Background: an optimization exercise with open tools, aiming at small area, a short achievable clock period and few clock cycles per item. Do not read the settings as production practice.
At most, simulation tests tie the RTL to the original design; equivalence was not proved.
Only the layout flow was run in runs 3 to 6; the RTL was not checked for function there.
Power and IR drop assume default switching activity.

==> flow/design.v <==
package maxpool_pkg;
  localparam int DATA_WIDTH = 32;
  typedef logic signed [DATA_WIDTH-1:0] elem_t;   
  typedef logic [15:0] count_t;                    
  localparam int AXIL_ADDR_WIDTH = 6;
  localparam int AXIL_DATA_WIDTH = 32;
  typedef logic [AXIL_ADDR_WIDTH-1:0] axil_addr_t;
  typedef logic [AXIL_DATA_WIDTH-1:0] axil_data_t;
  localparam axil_addr_t ADDR_CTRL    = 6'h00;   
  localparam axil_addr_t ADDR_IER     = 6'h04;   
  localparam axil_addr_t ADDR_WINDOWS = 6'h10;   
  localparam int CTRL_START_BIT = 0;
  localparam int CTRL_DONE_BIT  = 1;
  localparam int CTRL_IDLE_BIT  = 2;
endpackage
`timescale 1ns/1ps
module maxpool_control_s_axi (
  input  logic                    ap_clk,
  input  logic                    areset,
  input  logic                    awvalid,
  output logic                    awready,
  input  maxpool_pkg::axil_addr_t awaddr,
  input  logic                    wvalid,
  output logic                    wready,
  input  maxpool_pkg::axil_data_t wdata,
  input  logic [3:0]              wstrb,
  output logic                    bvalid,
  input  logic                    bready,
  output logic [1:0]              bresp,
  input  logic                    arvalid,
  output logic                    arready,
  input  maxpool_pkg::axil_addr_t araddr,
  output logic                    rvalid,
  input  logic                    rready,
  output maxpool_pkg::axil_data_t rdata,
  output logic [1:0]              rresp,
  input  logic                    job_done,     
  output logic                    job_start,    
  output maxpool_pkg::count_t     job_windows,
  output logic                    interrupt
);
  logic       wr_idle;      
  logic       rd_idle;      
  logic       wr_hs;        
  logic       ar_hs;
  logic       busy;         
  logic       done;         
  logic       ier;
  logic       ier_nxt;
  logic       done_nxt;
  logic [15:0] rd_data;     
  assign awready = wr_idle;
  assign wready  = wr_idle;
  assign bresp   = 2'b00;
  assign wr_hs   = wr_idle && awvalid && wvalid;
  always_ff @(posedge ap_clk) begin
    if (areset) begin
      wr_idle <= 1'b1;
      bvalid  <= 1'b0;
    end else if (wr_hs) begin
      wr_idle <= 1'b0;
      bvalid  <= 1'b1;
    end else if (bvalid && bready) begin
      wr_idle <= 1'b1;
      bvalid  <= 1'b0;
    end
  end
  always_ff @(posedge ap_clk) begin
    if (areset) begin
      job_windows <= '0;
    end else if (wr_hs && awaddr == maxpool_pkg::ADDR_WINDOWS) begin
      if (wstrb[0]) job_windows[7:0]  <= wdata[7:0];
      if (wstrb[1]) job_windows[15:8] <= wdata[15:8];
    end
  end
  assign ier_nxt  = (wr_hs && awaddr == maxpool_pkg::ADDR_IER && wstrb[0]) ? wdata[0] : ier;
  assign done_nxt = job_done || (done && !(ar_hs && araddr == maxpool_pkg::ADDR_CTRL));
  always_ff @(posedge ap_clk) begin
    if (areset) begin
      ier       <= 1'b0;
      done      <= 1'b0;
      busy      <= 1'b0;
      job_start <= 1'b0;
      interrupt <= 1'b0;
    end else begin
      ier       <= ier_nxt;
      done      <= done_nxt;
      interrupt <= ier_nxt && done_nxt;
      job_start <= wr_hs && awaddr == maxpool_pkg::ADDR_CTRL && wstrb[0] &&
                   wdata[maxpool_pkg::CTRL_START_BIT] && !busy;
      if (job_done) busy <= 1'b0;
      else if (job_start) busy <= 1'b1;
    end
  end
  assign arready = rd_idle;
  assign rresp   = 2'b00;
  assign ar_hs   = rd_idle && arvalid;
  always_ff @(posedge ap_clk) begin
    if (areset) begin
      rd_idle <= 1'b1;
      rvalid  <= 1'b0;
    end else if (ar_hs) begin
      rd_idle <= 1'b0;
      rvalid  <= 1'b1;
    end else if (rvalid && rready) begin
      rd_idle <= 1'b1;
      rvalid  <= 1'b0;
    end
  end
  always_ff @(posedge ap_clk) begin
    if (ar_hs) begin
      case (araddr)
        maxpool_pkg::ADDR_CTRL:    rd_data <= {13'b0, !busy && !job_start, done, busy || job_start};
        maxpool_pkg::ADDR_IER:     rd_data <= {15'b0, ier};
        maxpool_pkg::ADDR_WINDOWS: rd_data <= job_windows;
        default:                   rd_data <= '0;
      endcase
    end
  end
  assign rdata = {16'b0, rd_data};
endmodule
`timescale 1ns/1ps
module maxpool_window (
  input  logic                ap_clk,
  input  logic                areset,
  input  logic                job_start,
  input  maxpool_pkg::count_t job_windows,
  input  logic                in_tvalid,
  output logic                in_tready,
  input  maxpool_pkg::elem_t  in_tdata,
  output logic                pool_tvalid,
  input  logic                pool_tready,    
  input  logic                pool_room_nxt,  
  output maxpool_pkg::elem_t  pool_tdata,
  output logic                job_done
);
  logic [17:0]        rem;         
  logic [17:0]        rem_nxt;
  logic               in_hs;
  logic               first;       
  logic               last_win;    
  logic               last_job;    
  logic               full_nxt;
  logic               hold_nxt;
  logic               more_nxt;    
  logic               first_nxt;   
  maxpool_pkg::elem_t last;        
  maxpool_pkg::elem_t prev;        
  logic               sel;         
  logic               last_first;  
  logic               last_gt_l;   
  logic               last_gt_p;   
  logic               sel_old;     
  logic               gt_last;     
  logic               gt_prev;     
  maxpool_gt u_gt_last (.a(in_tdata), .b(last), .gt(gt_last));
  maxpool_gt u_gt_prev (.a(in_tdata), .b(prev), .gt(gt_prev));
  assign in_hs    = in_tvalid && in_tready;
  assign first    = (rem[1:0] == 2'd0);
  assign last_win = (rem[1:0] == 2'd1);
  assign last_job = (rem == 18'd1);
  assign job_done = (in_hs && last_job) || (job_start && job_windows == '0);
  assign sel        = last_first || (sel_old ? last_gt_l : last_gt_p);
  assign pool_tdata = sel ? last : prev;
  always_comb begin
    rem_nxt = rem;
    if (job_start) rem_nxt = {job_windows, 2'b00};
    else if (in_hs) rem_nxt = rem - 18'd1;
  end
  assign more_nxt  = job_start ? (job_windows != '0) : in_hs ? !last_job : (rem != '0);
  assign first_nxt = job_start || (in_hs ? last_win : first);
  assign full_nxt = (in_hs && last_win) || (pool_tvalid && !pool_tready);
  assign hold_nxt = full_nxt && !pool_room_nxt;
  always_ff @(posedge ap_clk) begin
    if (areset) begin
      rem         <= '0;
      pool_tvalid <= 1'b0;
      in_tready   <= 1'b0;
    end else begin
      rem         <= rem_nxt;
      pool_tvalid <= full_nxt;
      in_tready   <= more_nxt && !(first_nxt && hold_nxt);
    end
  end
  always_ff @(posedge ap_clk) begin
    if (in_hs) begin
      last       <= in_tdata;
      prev       <= sel ? last : prev;
      sel_old    <= sel;
      last_first <= first;
      last_gt_l  <= gt_last;
      last_gt_p  <= gt_prev;
    end
  end
endmodule
module maxpool_gt (
  input  maxpool_pkg::elem_t a,
  input  maxpool_pkg::elem_t b,
  output logic               gt
);
  logic [31:0] a_u, b_u;
  logic [31:0] g0, e0;
  logic [15:0] g1, e1;
  logic [7:0]  g2, e2;
  logic [3:0]  g3, e3;
  logic [1:0]  g4, e4;
  assign a_u = {~a[31], a[30:0]};
  assign b_u = {~b[31], b[30:0]};
  assign g0  = a_u & ~b_u;
  assign e0  = ~(a_u ^ b_u);
  for (genvar i = 0; i < 16; i++) begin : g_l1
    assign g1[i] = g0[2*i+1] | (e0[2*i+1] & g0[2*i]);
    assign e1[i] = e0[2*i+1] & e0[2*i];
  end
  for (genvar i = 0; i < 8; i++) begin : g_l2
    assign g2[i] = g1[2*i+1] | (e1[2*i+1] & g1[2*i]);
    assign e2[i] = e1[2*i+1] & e1[2*i];
  end
  for (genvar i = 0; i < 4; i++) begin : g_l3
    assign g3[i] = g2[2*i+1] | (e2[2*i+1] & g2[2*i]);
    assign e3[i] = e2[2*i+1] & e2[2*i];
  end
  for (genvar i = 0; i < 2; i++) begin : g_l4
    assign g4[i] = g3[2*i+1] | (e3[2*i+1] & g3[2*i]);
    assign e4[i] = e3[2*i+1] & e3[2*i];
  end
  assign gt = g4[1] | (e4[1] & g4[0]);
endmodule
`timescale 1ns/1ps
module maxpool_out_fifo #(
  parameter int FIFO_DEPTH = 16
) (
  input  logic               ap_clk,
  input  logic               areset,
  input  logic               pool_tvalid,
  output logic               pool_tready,    
  output logic               pool_room_nxt,  
  input  maxpool_pkg::elem_t pool_tdata,
  output logic               out_tvalid,
  input  logic               out_tready,
  output maxpool_pkg::elem_t out_tdata
);
  localparam int RING  = FIFO_DEPTH - 2;
  localparam int POS_W = $clog2(RING);
  localparam int CNT_W = $clog2(RING + 1);
  localparam logic [POS_W-1:0] LAST = POS_W'(RING - 1);
  maxpool_pkg::elem_t ring [RING];
  logic [CNT_W-1:0]   count;       
  logic [POS_W-1:0]   new_pos;     
  logic [POS_W-1:0]   old_pos;     
  logic [POS_W-1:0]   new_pos_inc;
  logic [POS_W-1:0]   old_pos_inc;
  logic               empty;
  logic               wr_en;
  logic               head_free;
  logic               take_ring;   
  assign empty       = (count == '0);
  assign pool_tready = empty || (count != CNT_W'(RING) && new_pos == '0);
  assign pool_room_nxt = empty ||
                         (wr_en && count < CNT_W'(RING - 1)) ||
                         (!wr_en && new_pos == LAST && count != CNT_W'(RING));
  assign wr_en       = pool_tvalid && pool_tready;
  assign head_free   = !out_tvalid || out_tready;
  assign take_ring   = head_free && !empty && (old_pos == '0);
  assign new_pos_inc = (new_pos == LAST) ? {POS_W{1'b0}} : new_pos + 1'b1;
  assign old_pos_inc = (old_pos == LAST) ? {POS_W{1'b0}} : old_pos + 1'b1;
  always_ff @(posedge ap_clk) begin
    if (areset) begin
      count      <= '0;
      new_pos    <= '0;
      old_pos    <= '0;
      out_tvalid <= 1'b0;
    end else begin
      case ({wr_en, take_ring})
        2'b10:   count <= count + 1'b1;
        2'b01:   count <= count - 1'b1;
        default: count <= count;
      endcase
      new_pos <= wr_en ? {POS_W{1'b0}} : new_pos_inc;
      if (wr_en && (empty || (count == CNT_W'(1) && take_ring))) old_pos <= '0;
      else if (!take_ring) old_pos <= old_pos_inc;
      out_tvalid <= take_ring || (out_tvalid && !out_tready);
    end
  end
  always_ff @(posedge ap_clk) begin
    ring[0] <= wr_en ? pool_tdata : ring[RING-1];
    for (int i = 1; i < RING; i++) ring[i] <= ring[i-1];
    if (head_free) out_tdata <= ring[0];
  end
endmodule
`timescale 1ns/1ps
module krnl_maxpool #(
  parameter int FIFO_DEPTH = 16    
) (
  input  logic                    ap_clk,
  input  logic                    areset,
  input  logic                    s_axi_control_awvalid,
  output logic                    s_axi_control_awready,
  input  maxpool_pkg::axil_addr_t s_axi_control_awaddr,
  input  logic                    s_axi_control_wvalid,
  output logic                    s_axi_control_wready,
  input  maxpool_pkg::axil_data_t s_axi_control_wdata,
  input  logic [3:0]              s_axi_control_wstrb,
  output logic                    s_axi_control_bvalid,
  input  logic                    s_axi_control_bready,
  output logic [1:0]              s_axi_control_bresp,
  input  logic                    s_axi_control_arvalid,
  output logic                    s_axi_control_arready,
  input  maxpool_pkg::axil_addr_t s_axi_control_araddr,
  output logic                    s_axi_control_rvalid,
  input  logic                    s_axi_control_rready,
  output maxpool_pkg::axil_data_t s_axi_control_rdata,
  output logic [1:0]              s_axi_control_rresp,
  output logic                    interrupt,
  input  logic                    in_tvalid,
  output logic                    in_tready,
  input  maxpool_pkg::elem_t      in_tdata,
  output logic                    out_tvalid,
  input  logic                    out_tready,
  output maxpool_pkg::elem_t      out_tdata
);
  logic                job_start;
  logic                job_done;
  maxpool_pkg::count_t job_windows;
  logic                pool_tvalid;
  logic                pool_tready;
  logic                pool_room_nxt;
  maxpool_pkg::elem_t  pool_tdata;
  maxpool_control_s_axi u_control (
    .ap_clk      (ap_clk),
    .areset      (areset),
    .awvalid     (s_axi_control_awvalid),
    .awready     (s_axi_control_awready),
    .awaddr      (s_axi_control_awaddr),
    .wvalid      (s_axi_control_wvalid),
    .wready      (s_axi_control_wready),
    .wdata       (s_axi_control_wdata),
    .wstrb       (s_axi_control_wstrb),
    .bvalid      (s_axi_control_bvalid),
    .bready      (s_axi_control_bready),
    .bresp       (s_axi_control_bresp),
    .arvalid     (s_axi_control_arvalid),
    .arready     (s_axi_control_arready),
    .araddr      (s_axi_control_araddr),
    .rvalid      (s_axi_control_rvalid),
    .rready      (s_axi_control_rready),
    .rdata       (s_axi_control_rdata),
    .rresp       (s_axi_control_rresp),
    .job_done    (job_done),
    .job_start   (job_start),
    .job_windows (job_windows),
    .interrupt   (interrupt)
  );
  maxpool_window u_window (
    .ap_clk        (ap_clk),
    .areset        (areset),
    .job_start     (job_start),
    .job_windows   (job_windows),
    .in_tvalid     (in_tvalid),
    .in_tready     (in_tready),
    .in_tdata      (in_tdata),
    .pool_tvalid   (pool_tvalid),
    .pool_tready   (pool_tready),
    .pool_room_nxt (pool_room_nxt),
    .pool_tdata    (pool_tdata),
    .job_done      (job_done)
  );
  maxpool_out_fifo #(
    .FIFO_DEPTH (FIFO_DEPTH)
  ) u_out_fifo (
    .ap_clk        (ap_clk),
    .areset        (areset),
    .pool_tvalid   (pool_tvalid),
    .pool_tready   (pool_tready),
    .pool_room_nxt (pool_room_nxt),
    .pool_tdata    (pool_tdata),
    .out_tvalid    (out_tvalid),
    .out_tready    (out_tready),
    .out_tdata     (out_tdata)
  );
endmodule
==> flow/flow/run.sh <==
#!/bin/bash
# The standard layout, with the port buffers made from buf_2 cells instead of
# the default delay buffers. Make's full output goes to standard_flow.log.
set -euo pipefail
export BUFFER_PORTS_ARGS="-buffer_cell sky130_fd_sc_hd__buf_2"
bash standard.sh > standard_flow.log 2>&1
==> flow/standard.sh <==
#!/bin/bash
# synth_recipe.tcl (not shown) runs the flow's synth.tcl, then flattens the netlist and writes it again
# the make line also repeats each setting of config.mk as NAME=value (left out here)
make -C /OpenROAD-flow-scripts/flow DESIGN_CONFIG=/design/flow/config.mk WORK_HOME=/design/flow/orfs CLKGATE_MAP_FILE= SYNTH_SCRIPT=/design/flow/synth_recipe.tcl "${@:-finish}"
==> flow/config.mk <==
export PLATFORM = sky130hd
export DESIGN_NAME = krnl_maxpool
export DESIGN_NICKNAME = krnl_maxpool
export VERILOG_FILES = /design/flow/design.v
export SDC_FILE = /design/flow/constraint.sdc
export NUM_CORES = 4
export LEC_CHECK = 0
export CAP_MARGIN = 20
export CORE_MARGIN = 2
export CORE_UTILIZATION = 40
export CTS_CLUSTER_DIAMETER = 80
export CTS_CLUSTER_SIZE = 36
export SETUP_SLACK_MARGIN = 1.8
export SLEW_MARGIN = 20
==> flow/constraint.sdc <==
create_clock -name core_clock -period 3.8 [get_ports {ap_clk}]
set_input_delay 0.7600 -clock core_clock [delete_from_list [all_inputs] [get_ports {ap_clk}]]
set_output_delay 0.7600 -clock core_clock [all_outputs]
set_load 0.01 [all_outputs]
==> results of run 1 <==
## cells in the mapped netlist, drive strengths merged (2+ instances only)
library cell,instances
a2111oi,2
a211oi,12
a21o,10
a21oi,40
a311oi,3
and2,15
and3,7
buf,26
clkbuf,14
dfxtp,506
edfxtp,116
ha,71
inv,79
mux2,34
mux2i,22
nand2,56
nand2b,4
nand3,16
nand4,16
nand4b,4
nand4bb,2
nor2,61
nor2b,4
nor3,16
nor4,13
o21a,3
o21ai,47
o31a,2
or3,4
or4,4
xnor2,12
xor2,6
## worst max-delay path: cells and delay by family, from the launching register on
kind                     cells  cell delay (ps)
adder cells (fa/ha/maj)      2              410
flip-flops                   1              370
AO/OA/AOI/OAI                2              210
AND/OR/NAND/NOR              2              650
buffers and inverters        2              250
## placed cells by master (no fill, tap or decap), types with 12 or more instances in the layout
master     count
clkbuf_16     26
nand2_1       54
conb_1        20
ha_1          61
nand3_1       14
nor3_1        15
mux2i_1       22
buf_2        126
nand4_1       15
xnor2_1       12
o21ai_0       38
mux2_2        34
edfxtp_1     116
a21oi_1       38
and2_1        15
nor2_1        60
inv_1         76
dfxtp_1      503
## path summary, 6_finish.rpt
check | slack [ps] | end | from | cells after the start
worst max-delay path | 1840 | u_out_fifo.count[2]$_SDFFE_PP0P_ | u_out_fifo.count[1]$_SDFFE_PP0P_ | 8
worst min register to register | 330 | u_out_fifo.ring[9][17]$_DFF_P_ | u_out_fifo.ring[8][17]$_DFF_P_ | 0
worst min-delay path | 330 | u_out_fifo.ring[9][17]$_DFF_P_ | u_out_fifo.ring[8][17]$_DFF_P_ | 0
worst max register to register | 1840 | u_out_fifo.count[2]$_SDFFE_PP0P_ | u_out_fifo.count[1]$_SDFFE_PP0P_ | 8
## per-stage QoR
step	hold slack [ps]	instances	util
final	325	2000	0.461
after global routing	320	1998	0.461
after CTS	293	1997	0.459
after detailed placement	312	1945	0.436
after global placement	310	1945	0.436
after floorplan	310	1260	-
## layer usage
layer  vias up  wire length, µm  track usage
li1       4455                -            -
met1      4201            14000        0.173
met2       107            12700        0.194
met3        34             1290       0.0275
met4         4              503       0.0336
met5         -               33            0
## flip-flops by register name, indices dropped and copies added (netlist names), 4 cells and up
| signal | flops |
|---|---|
| u_out_fifo.new_pos | 4 |
| u_window.prev | 32 |
| u_window.last | 32 |
| u_out_fifo.old_pos | 4 |
| u_out_fifo.count | 4 |
| u_window.rem | 18 |
| u_control.rd_data | 16 |
| u_out_fifo.ring | 448 |
| u_out_fifo.out_tdata | 32 |
| u_control.job_windows | 16 |
## final cells by class
cell class | instances | area, µm²
antenna | 2 | 5.00
clock buffer | 33 | 677
clock inverter | 15 | 270
fill | 3974 | 23700
inverter | 79 | 300
multi-input combinational | 519 | 3970
sequential | 622 | 13600
tap | 592 | 741
timing repair buffer | 138 | 737
## power breakdown
part | switching (µW) | leakage, µW | internal (µW)
clock | 2190 | 0.000447 | 1430
sequential | 398 | 0.00529 | 7820
combinational | 998 | 0.00274 | 753
## cells by family (layout without fill, tap and decap cells)
kind of cell / count (synthesis) / after routing / share of synthesized area
AOI/OAI and AO/OA: 127 / 127 / 0.0438
DFF: 622 / 622 / 0.767
and+or+nand+nor: 227 / 227 / 0.0665
adders and majority gates: 71 / 71 / 0.0500
buffers and inverters: 119 / 265 / 0.0298
other: 1 / 22 / 0.000211
xor gates and xnor gates: 18 / 18 / 0.00888
muxes: 56 / 56 / 0.0340
## what timing repair did
action,4_1_cts,5_1_grt
pin swaps,1,3
endpoints found under the setup margin,40,27
buffers inserted,4,1
hold buffers,0,0
resized for setup,7,20
==> flow_metrics.tcl, run 1 <==
set metrics [dict create \
    netlist.top_cell.by_area "dfxtp_1" \
    antenna_found_initial 5 \
    rows 77 \
    numPortBuffers 126 \
    seq_area_frac_synth 0.767 \
    io_pins 165 \
    layout_setup_ws_ps 1840 \
    routabilityCongestion 0.791 \
    cts_buffer_depth 3 \
    cp.arrival_ps 2480 \
    area_growth_pct 14.5 \
    total_power_uw 13600 \
    syn_inst 1241 \
    path_class "register to register" \
    hp-class "register to register" \
    rsz0062_at_grt "true" \
    stdcell_area_um2 20300 \
    maxCapViolCount 0 \
    vias 8801 \
    yosysUniqueCellTypes 54 \
    dp_hpwl_um 18800 \
    status "no timing/DRC/antenna violations" \
    skew_ps 29.8 \
    drt_wl_total_um 28500 \
    synthesis.area_um2 17800 \
    max_stage_delay_ps 390 \
    drtPass1Iterations 4 \
    synth-edff-count 116 \
    drive_gt1_frac 0.182 \
    max_slew_margin 0.363 \
    dieWidth_um 215 \
    grt_pass1_vias 8713 \
    root_buffer "clkbuf_16" \
    synth_top_area_share 0.571 \
    crit_top_cell "ha_4" \
    worstMarginPinSlew_ps 955 \
    htree_levels 1 \
    maxSlewViolCount 0 \
    core-area_um2 44000 \
    grt_max_degree 70 \
    critical_path.max_fanout 6 \
    period_share 0.515 \
    drtIter0Drc 418 \
    start_util 0.403 \
    synth_area_per_cell_um2 14.3 \
    leakage_uw 0.00847 \
    power_density_nw_per_um2 669 \
    synth_warnings 4 \
    place_area_um2 19200 \
    viasPerCell 4.40 \
    cts_tree "done" \
    fin_crit_ps 1960 \
    critPathLaunchType "register" \
    worstPathRequired_ps 4320 \
    ys_top_cells_by_area "dfxtp_1 (57%), edfxtp_1 (20%), ha_1 (5.0%), mux2_2 (2.2%), inv_1 (1.7%)" \
    dieArea_um2 46100 \
    vdd_drop_max_mv 0.418 \
    crit_chain "inv_2 > ha_4 > nor3b_4 > a2bb2oi_4 > buf_4 > ha_4 > or3_1 > a21oi_2" \
    fin_tns_setup_ps 0 \
    cts_num_sinks 622 \
    final-hold-violation-count 0 \
    place_ws_ps 1230 \
    synth_flop_cell "dfxtp_1" \
    numCtsBuffers 26 \
    endpoint_kind "register" \
    ys_seq_elements 622 \
    grt_pass1_wl_um 45700 \
    clk_pin_slew_worst_paths_ps 110 \
    final-setup-viol-count 0 \
    ant_nets 0 \
    max_clock_freq_ghz 0.511 \
    grt_usage 0.124 \
    async_flop_share 0 \
    worst_skew_pair.late_latency_ps 610 \
    die_h_um 215 \
    crit_slowest_cell "or3_1" \
    wl_per_cell_um 14.2 \
    drcViolationCount 0 \
    overflow 0 \
    num-nets-final 1546 \
]
Testbench counts, summed over its fixed seeds: cycles 8,364, items 2,035.
==> inputs of run 2 (changes only) <==
==> flow/flow/run.sh (replaced) <==
#!/bin/bash
# The standard layout, with the port buffers made from buf_4 cells instead of
# the default delay buffers. Make's full output goes to standard_flow.log.
set -euo pipefail
export BUFFER_PORTS_ARGS="-buffer_cell sky130_fd_sc_hd__buf_4"
bash standard.sh > standard_flow.log 2>&1
--- a/flow/config.mk
+++ b/flow/config.mk
@@ -9,6 +9,6 @@
 export CORE_MARGIN = 2
 export CORE_UTILIZATION = 40
-export CTS_CLUSTER_DIAMETER = 80
-export CTS_CLUSTER_SIZE = 36
+export CTS_CLUSTER_DIAMETER = 100
+export CTS_CLUSTER_SIZE = 28
 export SETUP_SLACK_MARGIN = 1.8
 export SLEW_MARGIN = 20
==> run 2 against run 1 <==
Clock skew up 2.1 ps. Critical path depth up 2. Combinational power up 7%. Register-to-register slack better by 30 ps. Synthesized cell count unchanged. Critical endpoint is now u_out_fifo.count[3]$_SDFFE_PP0P_.
==> flow_metrics.tcl, run 2 <==
set metrics [dict create \
    cp.arrival_ps 2400 \
    fin_crit_ps 1930 \
    regMostFlops "u_out_fifo.ring" \
    drtPass1Iterations 4 \
    viasPerCell 4.40 \
    path_class "register to register" \
    cts_tree "done" \
    largest_reg_flops 448 \
    num-nets-final 1552 \
    hp-class "register to register" \
    ant_nets 0 \
    worstMarginPinSlew_ps 944 \
    ctsHoldBuffers 0 \
    die_h_um 215 \
    synth_area_per_cell_um2 14.3 \
    vias 8829 \
    grt_pass1_vias 8759 \
    cts_buffer_depth 3 \
    worst_skew_pair.late_latency_ps 590 \
    root_buffer "clkbuf_16" \
    fill_cells 3981 \
    htree_levels 1 \
    multi_input_area_um2 3970 \
    leakage_uw 0.00851 \
    dieArea_um2 46100 \
    ys_seq_elements 622 \
    drive_gt1_frac 0.182 \
    area_growth_pct 15.5 \
    fin_tns_setup_ps 0 \
    skew_ps 31.9 \
    max_clock_freq_ghz 0.518 \
    final_common_cell "dfxtp_1" \
    maxSlewViolCount 0 \
    status "no timing/DRC/antenna violations" \
    yosysUniqueCellTypes 54 \
    final-setup-viol-count 0 \
    drt_wl_total_um 28300 \
    maxCapViolCount 0 \
    drcViolationCount 0 \
    dp_hpwl_um 19000 \
    power_density_nw_per_um2 651 \
    total_power_uw 13400 \
    netlist.top_cell.by_area "dfxtp_1" \
    final_cell_mix "dfxtp_1 (500), buf_4 (140), edfxtp_1 (116), inv_1 (75), nor2_1 (60)" \
    routabilityCongestion 0.770 \
    endpoint_kind "register" \
    synth_top_area_share 0.571 \
    vdd_drop_max_mv 0.383 \
    synthesis.area_um2 17800 \
    clk_pin_slew_worst_paths_ps 110 \
    final-hold-violation-count 0 \
    cts_num_sinks 622 \
    max_slew_margin 0.371 \
    yosys-top-cells-count "dfxtp_1 (506), edfxtp_1 (116), inv_1 (79)" \
    synth_warnings 4 \
    period_share 0.508 \
    wl_per_cell_um 14.1 \
    critical_path.max_fanout 4 \
    start_util 0.403 \
    grt_usage 0.123 \
    antenna_found_initial 5 \
    synth-edff-count 116 \
    io_pins 165 \
    grt_pass1_wl_um 45900 \
    critPathLaunchType "register" \
    async_flop_share 0 \
    seq_area_frac_synth 0.767 \
    rsz0062_at_grt "false" \
    drtIter0Drc 409 \
    rows 77 \
    numPortBuffers 126 \
    core-area_um2 44000 \
    dieWidth_um 215 \
    ys_top_cells_by_area "dfxtp_1 (57%), edfxtp_1 (20%), ha_1 (5.0%), mux2_2 (2.2%), inv_1 (1.7%)" \
    synth_flop_cell "dfxtp_1" \
    synth_most_common_cell "dfxtp_1" \
    worstPathRequired_ps 4270 \
    overflow 0 \
    numCtsBuffers 26 \
    seqCellArea_um2 13600 \
    syn_inst 1241 \
    grt_max_degree 70 \
]
## run 2: changes by cell type in the layout (fill, tap and decap cells not counted), moves of 3 or more
cell / delta
buf_4: +130
buf_2: -126
clkbuf_1: +10
clkinv_16: -4
dfxtp_2: +4
dfxtp_1: -3
nor4_2: +3
## run 2: worst paths after layout
path,depth (start not counted),slack (ps),to,from
worst max-delay path,10,1870,u_out_fifo.count[3]$_SDFFE_PP0P_,u_out_fifo.count[0]$_SDFFE_PP0P_
worst min-delay path,0,320,u_out_fifo.ring[5][12]$_DFF_P_,u_out_fifo.ring[4][12]$_DFF_P_
worst max register to register,10,1870,u_out_fifo.count[3]$_SDFFE_PP0P_,u_out_fifo.count[0]$_SDFFE_PP0P_
worst min register to register,0,320,u_out_fifo.ring[5][12]$_DFF_P_,u_out_fifo.ring[4][12]$_DFF_P_
## run 2: cell families (layout without fill, tap and decap cells)
group | after synthesis | after routing | synth area share
AND/OR/NAND/NOR | 227 | 227 | 0.0665
AO/OA/AOI/OAI | 127 | 127 | 0.0438
buffers and inverters | 119 | 269 | 0.0298
XOR/XNOR | 18 | 18 | 0.00888
adder cells (fa/ha/maj) | 71 | 71 | 0.0500
other | 1 | 23 | 0.000211
flip-flops | 622 | 622 | 0.767
multiplexers | 56 | 56 | 0.0340
## run 2: per-layer routing
layer  wire length [µm]  global-route usage
met5                 27                   0
met4                659              0.0407
met3               1240              0.0260
met2              12400               0.189
met1              14000               0.173
## run 2: repair_timing
action                                  4_1_cts  5_1_grt
endpoints found under the hold margin         0        0
endpoints found under the setup margin       52       11
resized for setup                            12       21
buffers inserted                              8        2
pin swaps                                     5        5
## run 2: area by class of cell
cell class,count,share of cell area
multi-input cells,519,0.193
clock inverters,2,0.00134
inverters,79,0.0146
diodes,3,0.000366
clock buffers,44,0.0361
repair buffers,144,0.0539
well taps,592,0.0361
flip-flops and latches,622,0.664
## run 2: power breakdown
part           leakage [µW]  switching (µW)  internal (µW)
clock              0.000366            1890           1360
combinational       0.00285            1010            874
sequential          0.00529             401           7820
total               0.00851            3300          10100
## run 2: metrics by stage
stage          area [µm²]  setup WS [ps]  cells  hold WS (ps)   util
6_report            20500           1870   2005           321  0.466
5_1_grt             20500           1780   2003           305  0.466
4_1_cts             20400           1800   2000           303  0.463
3_5_place_dp        19500           1330   1946           312  0.443
3_3_place_gp        19500           1330   1946           311  0.443
2_1_floorplan       18000           1340   1260           310      -
## run 2: critical path: stages (launching register included)
cell and delay [ps]:
dfxtp_2 360, inv_2 60, ha_2 170, and3_4 190, a2bb2oi_4 170, buf_4 150, ha_4 170, nand4b_1 190
a21oi_2 170, xnor2_1 130, nor2_1 50
==> inputs of run 3 (changes only) <==
--- a/flow/design.v
+++ b/flow/design.v
@@ -255,6 +255,10 @@
   logic               head_free;
   logic               take_ring;   
-  assign empty       = (count == '0);
-  assign pool_tready = empty || (count != CNT_W'(RING) && new_pos == '0);
+  logic               empty_nxt;
+  logic               full_nxt;
+  logic               ready_nxt;
+  assign empty_nxt   = (count == '0 || (count == CNT_W'(1) && take_ring)) && !wr_en;
+  assign full_nxt    = (count == CNT_W'(RING) || (count == CNT_W'(RING - 1) && wr_en)) && !take_ring;
+  assign ready_nxt   = empty_nxt || (!full_nxt && (wr_en || new_pos == LAST));
   assign pool_room_nxt = empty ||
                          (wr_en && count < CNT_W'(RING - 1)) ||
@@ -268,4 +272,6 @@
     if (areset) begin
       count      <= '0;
+      empty      <= 1'b1;
+      pool_tready <= 1'b1;
       new_pos    <= '0;
       old_pos    <= '0;
@@ -277,4 +283,6 @@
         default: count <= count;
       endcase
+      empty   <= empty_nxt;
+      pool_tready <= ready_nxt;
       new_pos <= wr_en ? {POS_W{1'b0}} : new_pos_inc;
       if (wr_en && (empty || (count == CNT_W'(1) && take_ring))) old_pos <= '0;
==> flow/flow/run.sh (replaced) <==
#!/bin/bash
# The standard layout, with the port buffers made from buf_2 cells instead of
# the default delay buffers. Make's full output goes to standard_flow.log.
set -euo pipefail
export BUFFER_PORTS_ARGS="-buffer_cell sky130_fd_sc_hd__buf_2"
bash standard.sh > standard_flow.log 2>&1
==> run 3 against run 2 <==
Sequential power down 5.0%. Synthesized area up 0.36%. Core utilization down 0.90 points. Combinational power down 19%. First-iteration DRC count down 12%. Still clean on timing, DRC and antenna.
==> flow_metrics.tcl, run 3 <==
set metrics [dict create \
    regMostFlops "u_out_fifo.ring" \
    viasPerCell 4.39 \
    numCtsBuffers 26 \
    synth_area_per_cell_um2 13.9 \
    yosysUniqueCellTypes 55 \
    final-setup-viol-count 0 \
    fin_crit_ps 1990 \
    layout_setup_ws_ps 1810 \
    clk_pin_slew_worst_paths_ps 110 \
    cp_num_buf_inv 1 \
    fill_cells 4026 \
    dp_hpwl_um 19200 \
    area_growth_pct 13.1 \
    place_ws_ps 1190 \
    drtIter0Drc 360 \
    grt_usage 0.127 \
    dieArea_um2 46200 \
    r2r_slack_ps 1810 \
    critPathLaunchType "register" \
    drive_gt1_frac 0.146 \
    rsz0062_at_grt "true" \
    max_stage_delay_ps 430 \
    num-nets-final 1583 \
    hp-class "register to register" \
    grt_max_degree 39 \
    cp.arrival_ps 2480 \
    async_flop_share 0 \
    synth_flop_cell "dfxtp_1" \
    r2r-end "u_window.rem[14]$_SDFFE_PP0P_" \
    die_h_um 215 \
    core-area_um2 44100 \
    htree_levels 1 \
    instances_no_fill 2036 \
    largest_reg_flops 448 \
    ctsHoldBuffers 0 \
    drt_wl_total_um 29300 \
    worst_skew_pair.late_latency_ps 570 \
    leakage_uw 0.00842 \
    final_common_cell "dfxtp_1" \
    fin_tns_setup_ps 0 \
    hold_depth 0 \
    yosys-top-cells-count "dfxtp_1 (508), nand2_1 (124), edfxtp_1 (116)" \
    synth_most_common_cell "dfxtp_1" \
    ys_seq_elements 624 \
    netlist.top_cell.by_area "dfxtp_1" \
    synth_warnings 4 \
    endpoint_kind "register" \
    period_share 0.523 \
    r2r_cells 7 \
    maxCapViolCount 0 \
    drcViolationCount 0 \
    crit_chain "inv_1 > ha_1 > and3_4 > nand3_2 > or4_1 > xor2_1 > a211oi_1" \
    rows 77 \
    cts_buffer_depth 3 \
    routabilityCongestion 0.745 \
    grt_pass1_vias 8952 \
    syn_inst 1281 \
    root_buffer "clkbuf_16" \
    max_slew_margin 0.508 \
    critical_path.max_fanout 7 \
    maxSlewViolCount 0 \
    drtPass1Iterations 4 \
    r2r-start "u_window.rem[0]$_SDFFE_PP0P_" \
    grt_pass1_wl_um 47400 \
    power_density_nw_per_um2 625 \
    overflow 0 \
    final_cell_mix "dfxtp_1 (507), buf_2 (126), nand2_1 (123), edfxtp_1 (116), inv_1 (74)" \
    synth_top_area_share 0.571 \
    vdd_drop_max_mv 0.296 \
    worstPathRequired_ps 4290 \
    path_class "register to register" \
    seq_area_frac_synth 0.766 \
    crit_slowest_cell "or4_1" \
    numPortBuffers 126 \
    vias 8946 \
    start_util 0.404 \
    hold-path-endpoint "u_out_fifo.ring[8][27]$_DFF_P_" \
    hp-start "u_out_fifo.ring[7][27]$_DFF_P_" \
    worstMarginPinSlew_ps 736 \
    antenna_found_initial 2 \
    ys_top_cells_by_area "dfxtp_1 (57%), edfxtp_1 (20%), ha_1 (5.1%), mux2i_1 (2.9%), nand2_1 (2.6%)" \
    synthesis.area_um2 17800 \
    place_inst 1983 \
    ant_nets 0 \
    status "no timing/DRC/antenna violations" \
    max_clock_freq_ghz 0.503 \
    critPathTopFamily "simple AND/OR/NAND/NOR gates" \
    dieWidth_um 215 \
    cts_num_sinks 624 \
    wl_per_cell_um 14.4 \
    io_pins 165 \
    holdWs_ps 315 \
    skew_ps 15.6 \
    cts_tree "done" \
    synth-edff-count 116 \
    final-hold-violation-count 0 \
]
[run 3: routing by layer]
| metal | part of all wire | GRT usage | up-vias | wire length, µm |
|---|---|---|---|---|
| met5 | 0.00044 | 0 | - | 13 |
| met4 | 0.019 | 0.0329 | 2 | 555 |
| met3 | 0.048 | 0.0251 | 37 | 1420 |
| met2 | 0.44 | 0.199 | 156 | 12800 |
| met1 | 0.50 | 0.180 | 4221 | 14500 |
| li1 | - | - | 4530 | - |
[run 3: layout make-up]
| class | instances | area, µm² | share of cell area |
|---|---|---|---|
| inverters | 78 | 298 | 0.0148 |
| repair buffers | 137 | 738 | 0.0366 |
| diodes | 2 | 5.00 | 0.000248 |
| clock buffers | 46 | 747 | 0.0371 |
| clock inverters | 2 | 25.0 | 0.00124 |
| well taps | 592 | 741 | 0.0367 |
| flip-flops and latches | 624 | 13700 | 0.678 |
| multi-input cells | 555 | 3950 | 0.196 |
[run 3: cells by family after synthesis]
logic type,count (synthesis),synth area share
flops,624,0.766
simple gates,293,0.0783
buf+inv,121,0.0302
compound gates,96,0.0341
fa+ha+maj,72,0.0506
mux,54,0.0305
xor+xnor,20,0.00983
other cells,1,0.000210
[run 3: how the worst max path moves through the flow]
stage,startpoint,endpoint,slack (ps),cells past startpoint
2_1_floorplan,in_tvalid,u_window.last[0]$_DFFE_PP_,1610,2
3_3_place_gp,in_tdata[2],u_window.last_gt_p$_DFFE_PP_,1200,7
3_5_place_dp,in_tdata[2],u_window.last_gt_p$_DFFE_PP_,1190,7
4_1_cts,u_window.rem[0]$_SDFFE_PP0P_,u_window.rem[14]$_SDFFE_PP0P_,1750,7
5_1_grt,u_window.rem[0]$_SDFFE_PP0P_,u_window.rem[14]$_SDFFE_PP0P_,1670,7
6_report,u_window.rem[0]$_SDFFE_PP0P_,u_window.rem[14]$_SDFFE_PP0P_,1810,7
[run 3: where the power goes]
| group | switching [µW] | internal [µW] |
|---|---|---|
| logic | 866 | 651 |
| clock network | 1900 | 1360 |
| registers | 287 | 7520 |
[run 3: timing repair]
| action | CTS | global route |
|---|---|---|
| setup endpoints to repair | 20 | 23 |
| pin swaps | 1 | 2 |
| endpoints found under the hold margin | 0 | 0 |
| resized for setup | 7 | 10 |
| setup buffers | 1 | 2 |
[run 3: stage by stage]
stage                     power [µW]   util  instance area [µm²]
after detailed placement        9410  0.437                19300
after floorplan                 8920      -                18100
after global routing           13200  0.457                20200
after global placement          9360  0.437                19300
final                          12600  0.457                20200
after CTS                      12700  0.455                20100
==> inputs of run 4 (changes only) <==
--- a/flow/design.v
+++ b/flow/design.v
@@ -141,15 +141,14 @@
   logic               last_win;    
   logic               last_job;    
-  logic               full_nxt;
-  logic               hold_nxt;
   logic               more_nxt;    
   logic               first_nxt;   
+  logic               done_win;    
+  logic               fold;        
+  logic               wr_en;       
+  logic               res_nxt;
+  logic               done_nxt;
   maxpool_pkg::elem_t last;        
   maxpool_pkg::elem_t prev;        
   logic               sel;         
-  logic               last_first;  
-  logic               last_gt_l;   
-  logic               last_gt_p;   
-  logic               sel_old;     
   logic               gt_last;     
   logic               gt_prev;     
@@ -161,6 +160,9 @@
   assign last_job = (rem == 18'd1);
   assign job_done = (in_hs && last_job) || (job_start && job_windows == '0);
-  assign sel        = last_first || (sel_old ? last_gt_l : last_gt_p);
-  assign pool_tdata = sel ? last : prev;
+  assign pool_tdata = prev;
+  assign wr_en      = pool_tvalid && pool_tready;
+  assign fold       = done_win && (!pool_tvalid || pool_tready);
+  assign res_nxt    = fold || (pool_tvalid && !pool_tready);
+  assign done_nxt   = (in_hs && last_win) || (done_win && !fold);
   always_comb begin
     rem_nxt = rem;
@@ -170,26 +172,22 @@
   assign more_nxt  = job_start ? (job_windows != '0) : in_hs ? !last_job : (rem != '0);
   assign first_nxt = job_start || (in_hs ? last_win : first);
-  assign full_nxt = (in_hs && last_win) || (pool_tvalid && !pool_tready);
-  assign hold_nxt = full_nxt && !pool_room_nxt;
   always_ff @(posedge ap_clk) begin
     if (areset) begin
       rem         <= '0;
+      done_win    <= 1'b0;
       pool_tvalid <= 1'b0;
       in_tready   <= 1'b0;
     end else begin
       rem         <= rem_nxt;
-      pool_tvalid <= full_nxt;
-      in_tready   <= more_nxt && !(first_nxt && hold_nxt);
+      done_win    <= done_nxt;
+      pool_tvalid <= res_nxt;
+      in_tready   <= more_nxt && !(res_nxt && !pool_room_nxt && (done_nxt || !first_nxt));
     end
   end
   always_ff @(posedge ap_clk) begin
-    if (in_hs) begin
-      last       <= in_tdata;
-      prev       <= sel ? last : prev;
-      sel_old    <= sel;
-      last_first <= first;
-      last_gt_l  <= gt_last;
-      last_gt_p  <= gt_prev;
-    end
+    if (in_hs) last <= in_tdata;
+    if ((in_hs || fold) && sel) prev <= last;
+    if (in_hs) sel <= first || (sel ? gt_last : gt_prev);
+    else if (fold) sel <= 1'b0;
   end
 endmodule
@@ -255,10 +253,6 @@
   logic               head_free;
   logic               take_ring;   
-  logic               empty_nxt;
-  logic               full_nxt;
-  logic               ready_nxt;
-  assign empty_nxt   = (count == '0 || (count == CNT_W'(1) && take_ring)) && !wr_en;
-  assign full_nxt    = (count == CNT_W'(RING) || (count == CNT_W'(RING - 1) && wr_en)) && !take_ring;
-  assign ready_nxt   = empty_nxt || (!full_nxt && (wr_en || new_pos == LAST));
+  assign empty       = (count == '0);
+  assign pool_tready = empty || (count != CNT_W'(RING) && new_pos == '0);
   assign pool_room_nxt = empty ||
                          (wr_en && count < CNT_W'(RING - 1)) ||
@@ -272,6 +266,4 @@
     if (areset) begin
       count      <= '0;
-      empty      <= 1'b1;
-      pool_tready <= 1'b1;
       new_pos    <= '0;
       old_pos    <= '0;
@@ -283,6 +275,4 @@
         default: count <= count;
       endcase
-      empty   <= empty_nxt;
-      pool_tready <= ready_nxt;
       new_pos <= wr_en ? {POS_W{1'b0}} : new_pos_inc;
       if (wr_en && (empty || (count == CNT_W'(1) && take_ring))) old_pos <= '0;
==> flow/flow/run.sh (replaced) <==
#!/bin/bash
# The standard layout, with the port buffers made from buf_4 cells instead of
# the default delay buffers. Make's full output goes to standard_flow.log.
set -euo pipefail
export BUFFER_PORTS_ARGS="-buffer_cell sky130_fd_sc_hd__buf_4"
bash standard.sh > standard_flow.log 2>&1
--- a/flow/config.mk
+++ b/flow/config.mk
@@ -11,4 +11,4 @@
 export CTS_CLUSTER_DIAMETER = 100
 export CTS_CLUSTER_SIZE = 28
-export SETUP_SLACK_MARGIN = 1.8
+export SETUP_SLACK_MARGIN = 1.5
 export SLEW_MARGIN = 20
==> run 4 against run 3 <==
Highest routed layer is now met4. Setup slack worse by 350 ps. Critical path depth stayed put. Die area is 3.0% lower. Still clean. Core utilization is 0.44 points higher. Synthesized area is 3.1% lower. Largest cell class unchanged. First-iteration DRC count is 3.9% lower. Maximum frequency is 15% lower. Sequential power is 4.4% lower.
==> flow_metrics.tcl, run 4 <==
set metrics [dict create \
    status "no timing/DRC/antenna violations" \
    async_flop_share 0 \
    synth-edff-count 113 \
    fill_cells 3802 \
    netlist.top_cell.by_area "dfxtp_1" \
    synth_most_common_cell "dfxtp_1" \
    numPortBuffers 126 \
    ys_seq_elements 620 \
    overflow 0 \
    drcViolationCount 0 \
    yosysUniqueCellTypes 50 \
    grt_pass1_vias 8454 \
    synth_warnings 4 \
    cts_tree "done" \
    drtIter0Drc 346 \
    hold-path-endpoint "u_out_fifo.ring[2][31]$_DFF_P_" \
    vias 8594 \
    cts_buffer_depth 3 \
    r2r_cells 7 \
    max_slew_margin 0.519 \
    dieWidth_um 212 \
    total_power_uw 12100 \
    layout_setup_ws_ps 1460 \
    worst_skew_pair.late_latency_ps 580 \
    numCtsBuffers 26 \
    endpoint_kind "register" \
    maxCapViolCount 0 \
    ant_nets 0 \
    grtUsageMet3 0.0254 \
    drive_gt1_frac 0.137 \
    synth_flop_cell "dfxtp_1" \
    rsz0062_at_grt "true" \
    final-hold-violation-count 0 \
    fin_tns_setup_ps 0 \
    synth_area_per_cell_um2 14.0 \
    drt_wl_total_um 28400 \
    critPathLaunchType "register" \
    grt_max_degree 54 \
    period_share 0.615 \
    worstPathRequired_ps 4200 \
    start_util 0.403 \
    rows 76 \
    hold_depth 0 \
    yosys-top-cells-count "dfxtp_1 (507), edfxtp_1 (113), nand2_1 (98)" \
    vdd_drop_max_mv 0.286 \
    core-area_um2 42900 \
    ys_top_cells_by_area "dfxtp_1 (59%), edfxtp_1 (20%), ha_1 (5.1%), nand2_1 (2.1%), inv_1 (1.7%)" \
    cp.arrival_ps 2740 \
    dieArea_um2 44800 \
    place_ws_ps 896 \
    die_h_um 212 \
    final_common_cell "dfxtp_1" \
    use_met1 0.183 \
    viasPerCell 4.34 \
    synthesis.area_um2 17300 \
    ctsHoldBuffers 0 \
    r2r-start "u_window.prev[31]$_DFFE_PP_" \
    root_buffer "clkbuf_16" \
    regMostFlops "u_out_fifo.ring" \
    drtPass1Iterations 4 \
    largest_reg_flops 448 \
    dp_hpwl_um 19000 \
    r2r_slack_ps 1460 \
    synth_top_area_share 0.588 \
    hp-class "register to register" \
    max_clock_freq_ghz 0.428 \
    critical_path.max_fanout 2 \
    htree_levels 1 \
    hp-start "u_out_fifo.ring[1][31]$_DFF_P_" \
    routabilityCongestion 0.797 \
    met2_usage 0.197 \
    grt_pass1_wl_um 44800 \
    fin_crit_ps 2340 \
    maxSlewViolCount 0 \
    path_class "register to register" \
    fin_util 0.461 \
    worstMarginPinSlew_ps 721 \
    power_density_nw_per_um2 611 \
    r2r-end "u_window.sel$_SDFFCE_PN0N_" \
    antennaDiodeCount 0 \
    leakage_uw 0.00802 \
    io_pins 165 \
    wl_per_cell_um 14.3 \
    grt_usage 0.127 \
    area_growth_pct 14.5 \
    grt.busiest_layer "met2" \
    final-setup-viol-count 0 \
    skew_ps 21.9 \
    cts_num_sinks 620 \
    antenna_found_initial 0 \
    final_cell_mix "dfxtp_1 (506), buf_4 (136), edfxtp_1 (113), nand2_1 (97), inv_1 (75)" \
    seq_area_frac_synth 0.784 \
    clk_pin_slew_worst_paths_ps 110 \
    syn_inst 1233 \
    num-nets-final 1536 \
]
-- run 4: changes by cell type in the layout (fill, tap and decap cells not counted), moves of 5 or more --
cell and change:
o21ai_0 +41, a21oi_1 +17, nand4_1 -10, a21o_1 -6, ha_4 -5, buf_4 +127
nor2_1 -6, mux2i_1 -42, nand2_1 -26, buf_2 -126
-- run 4: how the worst max path moves through the flow --
stage / startpoint / endpoint / slack, ps / cells after the start
2_1_floorplan: u_out_fifo.count[0]$_SDFFE_PP0P_ / u_out_fifo.count[2]$_SDFFE_PP0P_ / 1440 / 10
3_3_place_gp: in_tdata[31] / u_window.sel$_SDFFCE_PN0N_ / 920 / 9
3_5_place_dp: in_tdata[31] / u_window.sel$_SDFFCE_PN0N_ / 900 / 9
4_1_cts: u_window.prev[31]$_DFFE_PP_ / u_window.sel$_SDFFCE_PN0N_ / 1430 / 7
5_1_grt: u_window.prev[31]$_DFFE_PP_ / u_window.sel$_SDFFCE_PN0N_ / 1400 / 7
6_report: u_window.prev[31]$_DFFE_PP_ / u_window.sel$_SDFFCE_PN0N_ / 1460 / 7
-- run 4: worst max-delay path: stages, from the launching register on --
cell,delay [ps]
edfxtp_1,460
ha_4,300
and4_1,200
nand4_1,200
or4_4,500
nor4_4,160
a211oi_2,110
a211oi_1,240
-- run 4: cell type report --
| class | instances | area [µm²] | share of cell area |
|---|---|---|---|
| repair buffers | 137 | 1040 | 0.0524 |
| multi-input cells | 514 | 3380 | 0.171 |
| clock buffers | 46 | 747 | 0.0378 |
| inverters | 77 | 305 | 0.0154 |
| flip-flops and latches | 620 | 13500 | 0.685 |
| clock inverters | 2 | 32.5 | 0.00164 |
| well taps | 585 | 732 | 0.0370 |
-- run 4: power by group --
part / internal (µW) / switching (µW) / total, µW
Sequential: 7240 / 226 / 7470
Clock: 1370 / 1920 / 3290
Combinational: 587 / 746 / 1330
Total: 9200 / 2890 / 12100
-- run 4: kinds of logic after synthesis --
logic type	synth area share
mux	0.00710
other cells	0.000217
simple gates	0.0714
buf+inv	0.0302
fa+ha+maj	0.0514
flops	0.784
xor+xnor	0.0107
compound gates	0.0447
-- run 4: metal layers --
layer	vias to the layer above	part of all wire
met5	-	0
met4	0	0.014
met3	30	0.048
met2	153	0.44
met1	4048	0.50
li1	4363	-
-- run 4: timing repair --
action	4_1_cts	5_1_grt
resized for setup	8	5
setup buffers	4	1
setup endpoints to repair	41	36
pin swaps	2	1
-- run 4: per-stage QoR --
step                      cell area, µm²  std cells  hold WS [ps]
after global routing               19800       1981           324
after floorplan                    17400       1252           310
after detailed placement           18900       1928           312
after CTS                          19700       1980           322
after global placement             18900       1928           310
final                              19800       1981           317
==> inputs of run 5 (changes only) <==
--- a/flow/design.v
+++ b/flow/design.v
@@ -187,7 +187,6 @@
   always_ff @(posedge ap_clk) begin
     if (in_hs) last <= in_tdata;
-    if ((in_hs || fold) && sel) prev <= last;
+    if (sel && (fold || (in_hs && !first))) prev <= last;
     if (in_hs) sel <= first || (sel ? gt_last : gt_prev);
-    else if (fold) sel <= 1'b0;
   end
 endmodule
==> run 5 against run 4 <==
Register-to-register slack improved by 130 ps. First-iteration DRC count increased by 38%. Setup slack improved by 130 ps. Power up 0.69%. Still clean. Routed wire length is 0.19% higher. Clock skew rose by 4.3 ps. Design area down 0.64%. Largest cell class unchanged. Sequential power grew 0.7%. Non-clock buffer count decreased by 1.
==> flow_metrics.tcl, run 5 <==
set metrics [dict create \
    drcViolationCount 0 \
    hold-path-endpoint "u_out_fifo.ring[3][24]$_DFF_P_" \
    area_growth_pct 14.0 \
    status "no timing/DRC/antenna violations" \
    internal_power_uw 9240 \
    cts_tree "done" \
    path_class "register to register" \
    fill_cells 3838 \
    hp-start "u_out_fifo.ring[2][24]$_DFF_P_" \
    final_common_cell "dfxtp_1" \
    critical_path.max_fanout 17 \
    period_share 0.581 \
    htree_levels 1 \
    critPathLaunchType "register" \
    overflow 0 \
    dieArea_um2 44800 \
    drtIter0Drc 479 \
    hold_depth 0 \
    viasPerCell 4.43 \
    start_util 0.403 \
    final-setup-viol-count 0 \
    drt_wl_total_um 28400 \
    max_slew_margin 0.565 \
    r2r-end "u_out_fifo.count[2]$_SDFFE_PP0P_" \
    synth_most_common_cell "dfxtp_1" \
    ys_seq_elements 620 \
    switchingPower_uw 2930 \
    die_h_um 212 \
    fin_crit_ps 2210 \
    synth_top_area_share 0.589 \
    numPortBuffers 126 \
    numCtsBuffers 26 \
    clk_pin_slew_worst_paths_ps 110 \
    async_flop_share 0 \
    total_power_uw 12200 \
    endpoint_kind "register" \
    cts_buffer_depth 3 \
    worstMarginPinSlew_ps 652 \
    vdd_drop_max_mv 0.368 \
    core-area_um2 42800 \
    maxCapViolCount 0 \
    fin_util 0.459 \
    power_frac_clock 0.268 \
    r2r_cells 9 \
    cp.arrival_ps 2730 \
    dp_hpwl_um 18700 \
    io_pins 165 \
    hp-class "register to register" \
    yosys-top-cells-count "dfxtp_1 (507), edfxtp_1 (113), nand2_1 (107)" \
    fin_tns_setup_ps 0 \
    regMostFlops "u_out_fifo.ring" \
    worst_skew_pair.late_latency_ps 580 \
    r2r-start "u_out_fifo.count[0]$_SDFFE_PP0P_" \
    power_density_nw_per_um2 619 \
    final_cell_mix "dfxtp_1 (504), buf_4 (134), edfxtp_1 (113), nand2_1 (107), inv_1 (72)" \
    rows 76 \
    worstPathRequired_ps 4320 \
    netlist.top_cell.by_area "dfxtp_1" \
    yosysUniqueCellTypes 50 \
    antenna_found_initial 0 \
    cts_num_sinks 620 \
    switching_share 0.241 \
    maxSlewViolCount 0 \
    antennaDiodeCount 0 \
    skew_ps 26.2 \
    drtPass1Iterations 4 \
    pwr-share-seq 0.618 \
    num-nets-final 1535 \
    r2r_slack_ps 1590 \
    root_buffer "clkbuf_16" \
    grt_usage 0.127 \
    synth-edff-count 113 \
    synth_area_per_cell_um2 14.0 \
    syn_inst 1233 \
    combPwrFrac 0.115 \
    synth_flop_cell "dfxtp_1" \
    ys_top_cells_by_area "dfxtp_1 (59%), edfxtp_1 (20%), ha_1 (5.2%), nand2_1 (2.3%), a21oi_1 (1.7%)" \
    synthesis.area_um2 17200 \
    vias 8590 \
    rsz0062_at_grt "true" \
    seq_area_frac_synth 0.785 \
    final-hold-violation-count 0 \
    grt_pass1_wl_um 44600 \
    grt_max_degree 56 \
    routabilityCongestion 0.745 \
    wl_per_cell_um 14.6 \
    drive_gt1_frac 0.135 \
    dieWidth_um 212 \
    largest_reg_flops 448 \
    max_clock_freq_ghz 0.453 \
    grt_pass1_vias 8465 \
    synth_warnings 4 \
    ant_nets 0 \
    leakage_uw 0.00808 \
]
run 5: cell types whose count changed after synthesis, moves of 3 or more:
cell / previous run / this run
nor2b_1: 8 / 3
nand4_1: 6 / 11
nand3_1: 15 / 11
nand2b_1: 7 / 4
nand2_1: 98 / 107
inv_1: 77 / 73
o21ai_0: 52 / 46
a21o_1: 4 / 7
run 5: metrics by stage:
stage	setup WS, ps	std cells	area [µm²]	hold WS, ps
after floorplan	1470	1252	17300	310
after global placement	969	1887	18700	310
after detailed placement	965	1887	18700	312
after CTS	1440	1940	19600	311
after global routing	1450	1941	19700	313
final	1590	1941	19700	311
run 5: worst max path at each step:
stage / slack (ps) / start / cells past startpoint / endpoint
after floorplan: 1470 / out_tready / 6 / u_out_fifo.count[2]$_SDFFE_PP0P_
after global placement: 970 / in_tdata[30] / 8 / u_window.sel$_DFFE_PP_
after detailed placement: 970 / in_tdata[30] / 8 / u_window.sel$_DFFE_PP_
after CTS: 1440 / u_out_fifo.count[1]$_SDFFE_PP0P_ / 9 / u_out_fifo.count[2]$_SDFFE_PP0P_
after global routing: 1450 / u_out_fifo.count[0]$_SDFFE_PP0P_ / 11 / u_out_fifo.count[3]$_SDFFE_PP0P_
final: 1590 / u_out_fifo.count[0]$_SDFFE_PP0P_ / 9 / u_out_fifo.count[2]$_SDFFE_PP0P_
run 5: critical path, stage by stage, from the launching register on:
cell     delay, ps
dfxtp_2        380
inv_1           80
ha_1           240
nor3b_4        170
a31oi_2        220
nor2b_4         90
inv_8          130
ha_2           330
or3_1          370
a21oi_1        130
run 5: cell families after synthesis:
group                      count (synthesis)  share of synthesized area
AOI/OAI and AO/OA                        139                     0.0464
other                                      1                   0.000217
and+or+nand+nor                          256                     0.0697
buffers and inverters                    117                     0.0312
DFF                                      620                      0.785
xor gates and xnor gates                  20                     0.0102
adders and majority gates                 71                     0.0515
muxes                                      9                    0.00523
run 5: metal layers:
metal | GRT usage | vias to the layer above | part of all wire
met5 | 0 | - | 0
met4 | 0.0299 | 0 | 0.021
met3 | 0.0234 | 28 | 0.043
met2 | 0.204 | 129 | 0.45
met1 | 0.177 | 4070 | 0.48
li1 | - | 4363 | -
run 5: final cells by class:
class	instances	area (µm²)	share of cell area
Sequential cell	620	13500	0.689
Multi-Input combinational cell	515	3310	0.168
Timing Repair Buffer	136	1050	0.0532
Clock buffer	46	726	0.0369
Tap cell	546	683	0.0348
Inverter	75	293	0.0149
Clock inverter	2	46.3	0.00236
Timing Repair inverter	1	6.26	0.000318
run 5: power by group through the flow:
| stage | sequential, µW | clock, µW | combinational (µW) |
|---|---|---|---|
| after floorplan | 7630 | 0 | 833 |
| after global placement | 7640 | 0 | 1280 |
| after detailed placement | 7670 | 0 | 1310 |
| after CTS | 7520 | 3390 | 1390 |
| after global routing | 7580 | 3620 | 1580 |
| final | 7520 | 3260 | 1400 |
run 5: repair_timing:
| item | 4_1_cts | 5_1_grt |
|---|---|---|
| setup endpoints to repair | 56 | 9 |
| buffers inserted | 4 | 1 |
| pin swaps | 1 | 3 |
| cloned | 1 | 0 |
| resized for setup | 13 | 8 |
| hold buffers | 0 | 0 |
==> inputs of run 6 (changes only) <==
--- a/flow/config.mk
+++ b/flow/config.mk
@@ -11,4 +11,4 @@
 export CTS_CLUSTER_DIAMETER = 100
 export CTS_CLUSTER_SIZE = 28
-export SETUP_SLACK_MARGIN = 1.5
+export SETUP_SLACK_MARGIN = 1.8
 export SLEW_MARGIN = 20
==> run 6 against run 5 <==
Maximum frequency up 6.1%. Die area unchanged. Register-to-register slack gained 130 ps. Design area increased by 1.2%. Synthesized cell count stayed put. Setup slack improved by 130 ps. Still clean on timing, DRC and antenna. Worst hold slack got worse by 0.84 ps. Count of clock-buffer cells in the layout fell by 3. Largest cell class unchanged. Highest routed layer unchanged.
==> flow_metrics.tcl, run 6 <==
set metrics [dict create \
    final-hold-violation-count 0 \
    overflow 0 \
    viasPerCell 4.42 \
    cts_tree "done" \
    synth-xor-area-share 0.0102 \
    rsz0062_at_grt "true" \
    num-nets-final 1539 \
    clk_pin_slew_worst_paths_ps 110 \
    power_density_nw_per_um2 621 \
    dieArea_um2 44800 \
    cts_buffer_depth 3 \
    synth_compound_area_frac 0.0464 \
    area_growth_pct 15.4 \
    vdd_drop_max_mv 0.280 \
    fin_crit_ps 2080 \
    muxShareOfSynthArea 0.00522 \
    cp_num_buf_inv 0 \
    r2r-end "u_window.rem[17]$_SDFFE_PP0P_" \
    final-setup-viol-count 0 \
    fin_tns_setup_ps 0 \
    htree_levels 1 \
    fill_cells 3888 \
    hold_depth 0 \
    die_h_um 212 \
    ys_top_cells_by_area "dfxtp_1 (59%), edfxtp_1 (20%), ha_1 (5.2%), nand2_1 (2.3%), a21oi_1 (1.7%)" \
    path_class "register to register" \
    start_util 0.403 \
    worstMarginPinSlew_ps 656 \
    yosys.area_share.simple 0.0697 \
    seq_area_frac_synth 0.785 \
    ctsHoldBuffers 0 \
    worst_skew_pair.late_latency_ps 590 \
    grt_pass1_vias 8359 \
    core-area_um2 42800 \
    drtPass1Iterations 4 \
    synth_area_per_cell_um2 14.0 \
    final_common_cell "dfxtp_1" \
    drive_gt1_frac 0.159 \
    r2r_cells 4 \
    critPathTopFamily "simple AND/OR/NAND/NOR gates" \
    max_stage_delay_ps 550 \
    stdcell_area_um2 19900 \
    dp_hpwl_um 18500 \
    endpoint_kind "register" \
    critical_path.max_fanout 5 \
    drtIter0Drc 351 \
    max_clock_freq_ghz 0.480 \
    hold-path-endpoint "u_out_fifo.ring[6][6]$_DFF_P_" \
    maxCapViolCount 0 \
    crit_slowest_cell "or4b_4" \
    cts_num_sinks 620 \
    synth_top_area_share 0.589 \
    synth_most_common_cell "dfxtp_1" \
    place_area_um2 18800 \
    synthesis.area_um2 17200 \
    netlist.top_cell.by_area "dfxtp_1" \
    yosysUniqueCellTypes 50 \
    grt_max_degree 63 \
    root_buffer "clkbuf_16" \
    synth-edff-count 113 \
    numPortBuffers 126 \
    hp-class "register to register" \
    yosys-top-cells-count "dfxtp_1 (507), edfxtp_1 (113), nand2_1 (107)" \
    fin_util 0.465 \
    antennaDiodeCount 0 \
    synth_top_family_by_area "simple AND/OR/NAND/NOR gates" \
    status "no timing/DRC/antenna violations" \
    syn_inst 1233 \
    async_flop_share 0 \
    grt_pass1_wl_um 44300 \
    skew_ps 36.0 \
    ant_nets 0 \
    ys_seq_elements 620 \
    leakage_uw 0.00815 \
    regMostFlops "u_out_fifo.ring" \
    cp.arrival_ps 2570 \
    routabilityCongestion 0.758 \
    worstPathRequired_ps 4290 \
    crit_chain "or4_4 > or4b_4 > or3_1 > a311oi_2" \
    drt_wl_total_um 28300 \
    io_pins 165 \
    vias 8591 \
    final_cell_mix "dfxtp_1 (501), buf_4 (138), edfxtp_1 (113), nand2_1 (104), inv_1 (69)" \
    hp-start "u_out_fifo.ring[5][6]$_DFF_P_" \
    period_share 0.548 \
    dieWidth_um 212 \
    critPathLaunchType "register" \
    max_slew_margin 0.561 \
    rows 76 \
    maxSlewViolCount 0 \
    drcViolationCount 0 \
    wl_per_cell_um 14.6 \
    synth_adder_area_share 0.0515 \
    numCtsBuffers 26 \
    antenna_found_initial 0 \
    synth_flop_cell "dfxtp_1" \
    grt_usage 0.126 \
    synth_warnings 4 \
    largest_reg_flops 448 \
    r2r-start "u_window.rem[5]$_SDFFE_PP0P_" \
    r2r_slack_ps 1720 \
]
## run 6: cell types whose count changed in the layout (fill, tap and decap cells not counted), sizes merged
cell      change
clkbuf        -3
clkinvlp      +1
buf           +5
## run 6: cell type report
| type | instances | area, µm² | area share |
|---|---|---|---|
| Inverter | 75 | 293 | 0.0147 |
| Tap cell | 546 | 683 | 0.0343 |
| Timing Repair Buffer | 141 | 1100 | 0.0552 |
| Sequential cell | 620 | 13600 | 0.681 |
| Clock buffer | 43 | 714 | 0.0359 |
| Multi-Input combinational cell | 515 | 3500 | 0.176 |
| Clock inverter | 4 | 48.8 | 0.00245 |
## run 6: cells by family (layout without fill, tap and decap cells)
family | Yosys count | after routing
AOI/OAI and AO/OA | 139 | 139
xor gates and xnor gates | 20 | 20
adders and majority gates | 71 | 71
buffers and inverters | 117 | 263
DFF | 620 | 620
muxes | 9 | 9
other | 1 | 20
and+or+nand+nor | 256 | 256
## run 6: where the power goes
part	switching, µW	internal (µW)	total (µW)	leakage [µW]
registers	261	7280	7540	0.00526
logic	831	743	1570	0.00254
clock network	1920	1330	3240	0.000359
## run 6: routing by layer
| metal | track usage | up-vias | routed length, µm |
|---|---|---|---|
| met5 | 0 | - | 0 |
| met3 | 0.0221 | 33 | 1010 |
| li1 | - | 4374 | - |
| met1 | 0.178 | 4066 | 14000 |
| met2 | 0.202 | 118 | 12800 |
| met4 | 0.0277 | 0 | 548 |
## run 6: how the worst max path moves through the flow
stage | depth (start not counted) | endpoint | start | slack, ps
3_5_place_dp | 8 | u_window.sel$_DFFE_PP_ | in_tdata[30] | 1300
5_1_grt | 6 | u_window.rem[15]$_SDFFE_PP0P_ | u_window.rem[5]$_SDFFE_PP0P_ | 1650
4_1_cts | 8 | u_window.prev[13]$_DFFE_PP_ | u_out_fifo.count[0]$_SDFFE_PP0P_ | 1680
6_report | 4 | u_window.rem[17]$_SDFFE_PP0P_ | u_window.rem[5]$_SDFFE_PP0P_ | 1720
3_3_place_gp | 8 | u_window.sel$_DFFE_PP_ | in_tdata[30] | 1300
2_1_floorplan | 5 | u_window.rem[17]$_SDFFE_PP0P_ | u_window.rem[7]$_SDFFE_PP0P_ | 1690
## run 6: metrics by stage
stage          cells  setup slack, ps  total power, µW  hold slack [ps]
2_1_floorplan   1252             1690             8540              310
3_3_place_gp    1886             1300             9000              310
3_5_place_dp    1886             1300             9050              312
4_1_cts         1937             1680            12400              300
5_1_grt         1944             1650            13000              307
6_report        1944             1720            12400              310
## run 6: what timing repair did
| action | CTS | global route |
|---|---|---|
| buffers inserted | 3 | 7 |
| pin swaps | 4 | 12 |
| endpoints found under the setup margin | 73 | 55 |
| gates cloned | 1 | 0 |
| resized for setup | 18 | 26 |

[separate check: timing with driven ports]
Ports are ideal in the flow. The routed layouts listed here were re-timed in OpenROAD. Step 1 (the two cells are an assumption about what drives the block):
set clk [get_ports {ap_clk}]
set_driving_cell -lib_cell sky130_fd_sc_hd__clkbuf_16 $clk
set_driving_cell -lib_cell sky130_fd_sc_hd__buf_2 [delete_from_list [all_inputs] $clk]
Step 2 times the ports against the registers' clock, not the clock port: input delays grow and output delays shrink by t, the midpoint of the rising clock arrivals with the driver on. Slacks: no drivers / after step 1 / after step 2; pairs: no drivers / after step 1.
| run | shift t [ns] | setup slack, ns | worst setup path at the end | latest minus earliest clock arrival (ns) | worst data-port slew with drivers (ns) |
|---|---|---|---|---|---|
| run 1 | 0.651 | 1.844 / 1.798 / 1.441 | input to register | 0.030 / 0.031 | 0.09 |
| run 2 | 0.628 | 1.871 / 1.826 / 1.448 | input to register | 0.034 / 0.034 | 0.11 |
| run 3 | 0.615 | 1.813 / 1.808 / 1.326 | input to register | 0.018 / 0.019 | 0.08 |
| run 4 | 0.625 | 1.461 / 1.461 / 1.000 | input to register | 0.023 / 0.023 | 0.08 |
| run 5 | 0.623 | 1.591 / 1.591 / 1.191 | input to register | 0.031 / 0.031 | 0.06 |
| run 6 | 0.625 | 1.718 / 1.718 / 1.331 | input to register | 0.041 / 0.040 | 0.07 |
After both steps setup and hold are still met in every run listed. For run 3, which loses most, drivers alone change the setup slack by -0.005 ns; drivers and shift together by -0.487 ns.
